Context: an optimization exercise on an open-source flow, tuned for small area, a short achievable clock period and few clock cycles per item. The choices shown serve that exercise and are no tape-out recipe. At most, simulation tests tie the RTL to the original design; equivalence was not proved. Power is estimated from default activity; no workload was simulated.

// script_token_lexer_top
module script_token_lexer_top #(
	parameter int TEXT_MAX = stl_pkg::TEXT_MAX_DEF
) (
	input  logic              clk,
	input  logic              arst_n,
	input  logic              in_valid,
	output logic              in_stall,
	input  logic [8:0]        in_item,
	output logic              out_valid,
	input  logic              out_stall,
	output logic [92:0]       out_item,
	input  logic              cfg_valid,
	output logic              cfg_ready,
	input  logic              cfg_data
);
Settings: LEC_CHECK=0, CAP_MARGIN=20, CORE_MARGIN=2, CORE_UTILIZATION=65, SETUP_SLACK_MARGIN=2.0, SLEW_MARGIN=20; clock period 5.0 ns.
standard.sh (not shown) runs the stock make flow with config.mk's settings and CLKGATE_MAP_FILE= SYNTH_SCRIPT=/design/flow/synth_recipe.tcl, a recipe that flattens the netlist after the stock synthesis.
==> flow/flow/run.sh <==
#!/bin/bash
# Layout flow: the standard flow (standard.sh, synthesis included) with
# two changes to how the layout is built:
# - the port buffers that placement inserts are plain buffers
#   (sky130_fd_sc_hd__buf_1) instead of the delay cells buffer_ports
#   picks by default;
# - clock tree synthesis uses clkbuf_8 buffers and no dummy loads.
set -e
cp standard.sh standard_sh_copy.txt
export BUFFER_PORTS_ARGS="-buffer_cell sky130_fd_sc_hd__buf_1"
export CTS_ARGS="-sink_clustering_enable -repair_clock_nets -sink_clustering_size 30 -sink_clustering_max_diameter 100 -buf_list sky130_fd_sc_hd__clkbuf_8 -dont_use_dummy_load"
bash standard.sh > standard.log 2>&1
Edit:
--- a/flow/design.v
+++ b/flow/design.v
@@ -88,54 +88,54 @@
 			8'h74: r = 8'h09;
 			default: r = c;
 		endcase
 		decode_escape = r;
 	endfunction
 	logic             m_name_q, m_int_q, m_frac_q, m_str_q, m_cmp_q;
 	logic             m_name_n, m_int_n, m_frac_n, m_str_n, m_cmp_n;
 	logic             m_idle;
 	logic             sq_q, sq_n;      
 	logic [1:0]       cmp_q, cmp_n;    
 	logic             esc_q, esc_n;
 	logic [23:0]      lo_q;
-	logic [23:0]      hi_q;
+	logic [27:0]      hi_q;
 	logic [3:0]       co_q;
 	logic             pend_q, sat_q;
 	logic             dstep, dstart;    
 	logic [3:0]       frac_q, frac_n;
 	logic [CNT_W-1:0] text_q, text_n;
 	logic [7:0]       c;
 	logic [8:0]       cmp_val;
 	logic [30:0]      y_lo, y_hi;
 	logic [CNT_W-1:0] text_inc;
 	logic [3:0]       frac_inc;
 	logic             run_idle;
 	logic             ra_v, rb_v;
 	logic [3:0]       ra_k, rb_k;
 	logic [8:0]       ra_b, rb_b;
 	logic             two, stall;
 	assign c       = in_c;
 	assign cmp_val = {7'b0001111, cmp_q};
 	assign m_idle  = !(m_name_q || m_int_q || m_frac_q || m_str_q || m_cmp_q);
-	assign mant = sat_q ? MANT_MAX : {hi_q, lo_q};
+	assign mant = (sat_q || hi_q[27:24] != 4'd0) ? MANT_MAX : {hi_q[23:0], lo_q};
 	assign frac = frac_q;
 	always_comb begin
 		two = (m_name_q && cls.lf_sym) || ((m_int_q || m_frac_q || m_cmp_q) && cls.rb);
 		stall = q_v[2] || (q_v[1] && two) ||
 			(num_pend && cls.digit && (m_idle || m_cmp_q));
 		consume = in_v && !stall;
 	end
 	always_comb begin
 		y_lo      = mul5_add({4'd0, lo_q}, cls.e_lo, c[3]);
-		y_hi      = mul5_add({4'd0, hi_q}, co_q[3] ? 2'b11 : co_q[2:1], co_q[3]);
+		y_hi      = mul5_add(hi_q, co_q[3] ? 2'b11 : co_q[2:1], co_q[3]);
 		text_inc  = (text_q < CNT_MAX) ? text_q + CNT_W'(1) : text_q;
 		frac_inc  = (frac_q != 4'd15) ? frac_q + 4'd1 : frac_q;
 		m_name_n = m_name_q;
 		m_int_n  = m_int_q;
 		m_frac_n = m_frac_q;
 		m_str_n  = m_str_q;
 		m_cmp_n  = m_cmp_q;
 		sq_n     = sq_q;
 		cmp_n    = cmp_q;
 		esc_n    = esc_q;
 		dstep    = 1'b0;
 		dstart   = 1'b0;
@@ -319,28 +319,28 @@
 		if (consume && dstart) begin
 			lo_q   <= {20'd0, c[3:0]};
 			co_q   <= 4'd0;
 			hi_q   <= '0;
 			pend_q <= 1'b0;
 			sat_q  <= 1'b0;
 		end else begin
 			if (consume && dstep) begin
 				lo_q <= {y_lo[22:0], c[0]};
 				co_q <= y_lo[26:23];
 			end
 			if (pend_q) begin
-				hi_q  <= {y_hi[22:0], co_q[0]};
-				sat_q <= sat_q || y_hi[26:23] != 4'd0;
+				hi_q <= {y_hi[26:0], co_q[0]};
 			end
 			pend_q <= consume && dstep;
+			sat_q  <= sat_q || hi_q[27:24] != 4'd0;
 		end
 	end
 	always_ff @(posedge clk) begin
 		if (consume) begin
 			sq_q    <= sq_n;
 			cmp_q   <= cmp_n;
 			esc_q   <= esc_n;
 			frac_q  <= frac_n;
 			text_q  <= text_n;
 		end
 	end
 endmodule
The changed run went through all stages and came out clean.
Synthesized cell count shrinks by 2.7%.
Die area goes down by 1.2%.
Utilization goes down by 0.67 points.
Worst hold slack hardly moves.
Clock skew is about the same.
Non-clock buffer count shrinks by 2.
Maximum frequency grows by 0.59%.
Clock-buffer cell count is unchanged.
Testbench counts after the change, summed over its fixed seeds: cycles 44,563, items 44,472.
Function not checked in the first run of this note: the RTL went through the layout flow alone.

## run B
script_token_lexer_top, a different RTL version from the one above (not shown whole).
Size in the first run: ~1200 cells after synthesis, roughly 170 flip-flops, about 110 I/O pins, ~0.011 mm2 of cells after synthesis.
Design script_token_lexer_top, start of the top module:
module script_token_lexer_top #(
	parameter int TEXT_MAX = stl_pkg::TEXT_MAX_DEF
) (
	input  logic              clk,
	input  logic              arst_n,
	input  logic              in_valid,
	output logic              in_stall,
	input  logic [8:0]        in_item,
	output logic              out_valid,
	input  logic              out_stall,
	output logic [92:0]       out_item,
	input  logic              cfg_valid,
	output logic              cfg_ready,
	input  logic              cfg_data
);
==> flow/config.mk <==
export PLATFORM = sky130hd
export DESIGN_NAME = script_token_lexer_top
export DESIGN_NICKNAME = script_token_lexer_top
export VERILOG_FILES = /design/flow/design.v
export SDC_FILE = /design/flow/constraint.sdc
export NUM_CORES = 4
export LEC_CHECK = 0
export CAP_MARGIN = 20
export CORE_MARGIN = 2
export CORE_UTILIZATION = 65
export SETUP_SLACK_MARGIN = 2.0
export SLEW_MARGIN = 20
==> flow/constraint.sdc <==
create_clock -name core_clock -period 5.0 [get_ports {clk}]
set_input_delay 1.0000 -clock core_clock [delete_from_list [all_inputs] [get_ports {clk}]]
set_output_delay 1.0000 -clock core_clock [all_outputs]
set_load 0.01 [all_outputs]
Scripts as last shown in full above: flow/flow/run.sh
Testbench counts of run B, summed over its fixed seeds: cycles 44,563, items 44,472.
--- input diff run B..run F ---
-- flow/design.v --
<<< run B, line 44
	output logic        consume,
	output logic [1:0]  push_cnt,
	output logic [3:0]  r0_kind,
	output logic [8:0]  r0_val,
>>> run F, line 44
	output logic        consume,
	output logic [1:0]  push_cnt,
	output logic        r0_lf,      
	output logic [3:0]  r0_kind,
	output logic [8:0]  r0_val,
<<< run B, line 96
	logic [1:0]       cmp_q, cmp_n;    
	logic             esc_q, esc_n;
	logic [23:0]      lo_q;
	logic [27:0]      hi_q;
	logic [3:0]       co_q;
>>> run F, line 97
	logic [1:0]       cmp_q, cmp_n;    
	logic             esc_q, esc_n;
	logic [19:0]      lo_q;
	logic [27:0]      hi_q;
	logic [3:0]       co_q;
<<< run B, line 116
	assign cmp_val = {7'b0001111, cmp_q};
	assign m_idle  = !(m_name_q || m_int_q || m_frac_q || m_str_q || m_cmp_q);
	assign mant = (sat_q || hi_q[27:24] != 4'd0) ? MANT_MAX : {hi_q[23:0], lo_q};
	assign frac = frac_q;
	always_comb begin
>>> run F, line 117
	assign cmp_val = {7'b0001111, cmp_q};
	assign m_idle  = !(m_name_q || m_int_q || m_frac_q || m_str_q || m_cmp_q);
	assign mant = sat_q ? MANT_MAX : {hi_q, lo_q};
	assign frac = frac_q;
	always_comb begin
<<< run B, line 125
	end
	always_comb begin
		y_lo      = mul5_add({4'd0, lo_q}, cls.e_lo, c[3]);
		y_hi      = mul5_add(hi_q, co_q[3] ? 2'b11 : co_q[2:1], co_q[3]);
		text_inc  = (text_q < CNT_MAX) ? text_q + CNT_W'(1) : text_q;
>>> run F, line 126
	end
	always_comb begin
		y_lo      = mul5_add({8'd0, lo_q}, cls.e_lo, c[3]);
		y_hi      = mul5_add(hi_q, co_q[3] ? 2'b11 : co_q[2:1], co_q[3]);
		text_inc  = (text_q < CNT_MAX) ? text_q + CNT_W'(1) : text_q;
<<< run B, line 298
			push_cnt = (consume && rb_v) ? 2'd1 : 2'd0;
		end
	end
	always_ff @(posedge clk or negedge arst_n) begin
>>> run F, line 299
			push_cnt = (consume && rb_v) ? 2'd1 : 2'd0;
		end
		r0_lf = consume && m_idle && cls.lf;
	end
	always_ff @(posedge clk or negedge arst_n) begin
<<< run B, line 316
	always_ff @(posedge clk) begin
		if (consume && dstart) begin
			lo_q   <= {20'd0, c[3:0]};
			co_q   <= 4'd0;
			hi_q   <= '0;
>>> run F, line 318
	always_ff @(posedge clk) begin
		if (consume && dstart) begin
			lo_q   <= {16'd0, c[3:0]};
			co_q   <= 4'd0;
			hi_q   <= '0;
<<< run B, line 323
		end else begin
			if (consume && dstep) begin
				lo_q <= {y_lo[22:0], c[0]};
				co_q <= y_lo[26:23];
			end
			if (pend_q) begin
				hi_q <= {y_hi[26:0], co_q[0]};
			end
			pend_q <= consume && dstep;
			sat_q  <= sat_q || hi_q[27:24] != 4'd0;
		end
	end
>>> run F, line 325
		end else begin
			if (consume && dstep) begin
				lo_q <= {y_lo[18:0], c[0]};
				co_q <= y_lo[22:19];
			end
			if (pend_q) begin
				hi_q  <= {y_hi[26:0], co_q[0]};
				sat_q <= sat_q || y_hi[30:27] != 4'd0;
			end
			pend_q <= consume && dstep;
		end
	end
<<< run B, line 348
	input  logic        arst_n,
	input  logic [1:0]  push_cnt,
	input  logic [3:0]  r0_kind,
	input  logic [8:0]  r0_val,
>>> run F, line 350
	input  logic        arst_n,
	input  logic [1:0]  push_cnt,
	input  logic        r0_lf,      
	input  logic [3:0]  r0_kind,
	input  logic [8:0]  r0_val,
<<< run B, line 411
		hk_s  = e_s[0][12:9];
		hk_p  = e_p[0][12:9];
		inc_s = !v_q[0] && p1 && r0_kind[3];
		inc_p = v_q[1] ? e_q[1][12] : (p1 && r0_kind[3]);
		line_inc = (line_q != LINE_MAX) ? line_q + 20'd1 : line_q;
	end
>>> run F, line 414
		hk_s  = e_s[0][12:9];
		hk_p  = e_p[0][12:9];
		inc_s = !v_q[0] && r0_lf;
		inc_p = v_q[1] ? e_q[1][12] : r0_lf;
		line_inc = (line_q != LINE_MAX) ? line_q + 20'd1 : line_q;
	end
<<< run B, line 498
	logic        num_pend;
	logic [1:0]  push_cnt;
	logic [3:0]  r0_kind, r1_kind;
	logic [8:0]  r0_val, r1_val;
>>> run F, line 501
	logic        num_pend;
	logic [1:0]  push_cnt;
	logic        r0_lf;
	logic [3:0]  r0_kind, r1_kind;
	logic [8:0]  r0_val, r1_val;
<<< run B, line 542
		.consume  (consume),
		.push_cnt (push_cnt),
		.r0_kind  (r0_kind),
		.r0_val   (r0_val),
>>> run F, line 546
		.consume  (consume),
		.push_cnt (push_cnt),
		.r0_lf    (r0_lf),
		.r0_kind  (r0_kind),
		.r0_val   (r0_val),
<<< run B, line 553
		.arst_n   (arst_n),
		.push_cnt (push_cnt),
		.r0_kind  (r0_kind),
		.r0_val   (r0_val),
>>> run F, line 558
		.arst_n   (arst_n),
		.push_cnt (push_cnt),
		.r0_lf    (r0_lf),
		.r0_kind  (r0_kind),
		.r0_val   (r0_val),
==> summary.txt <==
The lower met2 track demand over resource in global routing of run B and run F is in run B. On run F: multi-input gate area in the final layout is about 0.9% lower than what run B gave. Wire length, run B and run F, higher one = run B. Worst setup slack is lower on run B. Summary — internal power component, run F relative to run B: higher, by 1.3%. Diff run B -> run F: power after layout moved up, initial core utilization decreased 0.29 points, period utilization now sits lower, post-synthesis instance total shrank by about 1.3%, critical path required time was more or less identical. The hold slack was comparable across run B and run F.
The RTL of run F was laid out without a check of its function.

-- what the ideal ports hide --
No port has a modelled driver above. Below, the same layouts with a new extraction and two added sets of constraints.
Step 1 sets driving cells, clkbuf_16 on the clock port and buf_2 on the other inputs (assumed; they add their load-dependent delay and slew).
Step 2 adds t to the input delays and takes it off the output delays; t is the mean of the earliest and latest rising clock arrival at the registers after step 1. Input paths then give back, and output paths get back, about the clock's delay inside the block.
Three values: ideal ports, drivers, drivers and shift; two values: the first two.
run	shift t [ns]	setup slack, ns	clock arrival spread, ns
the first run of note 1	0.493	1.997 / 1.958 / 1.918	0.036 / 0.036
the second run of note 1	0.483	2.015 / 2.015 / 1.717	0.035 / 0.034
run B	0.489	1.940 / 1.940 / 1.812	0.036 / 0.036
run F	0.498	2.011 / 1.971 / 1.746	0.040 / 0.040
After both steps every run listed still meets setup and hold. The setup slack of the second run of note 1, which loses most, moves by 0.000 ns with the drivers and by -0.298 ns with both steps.
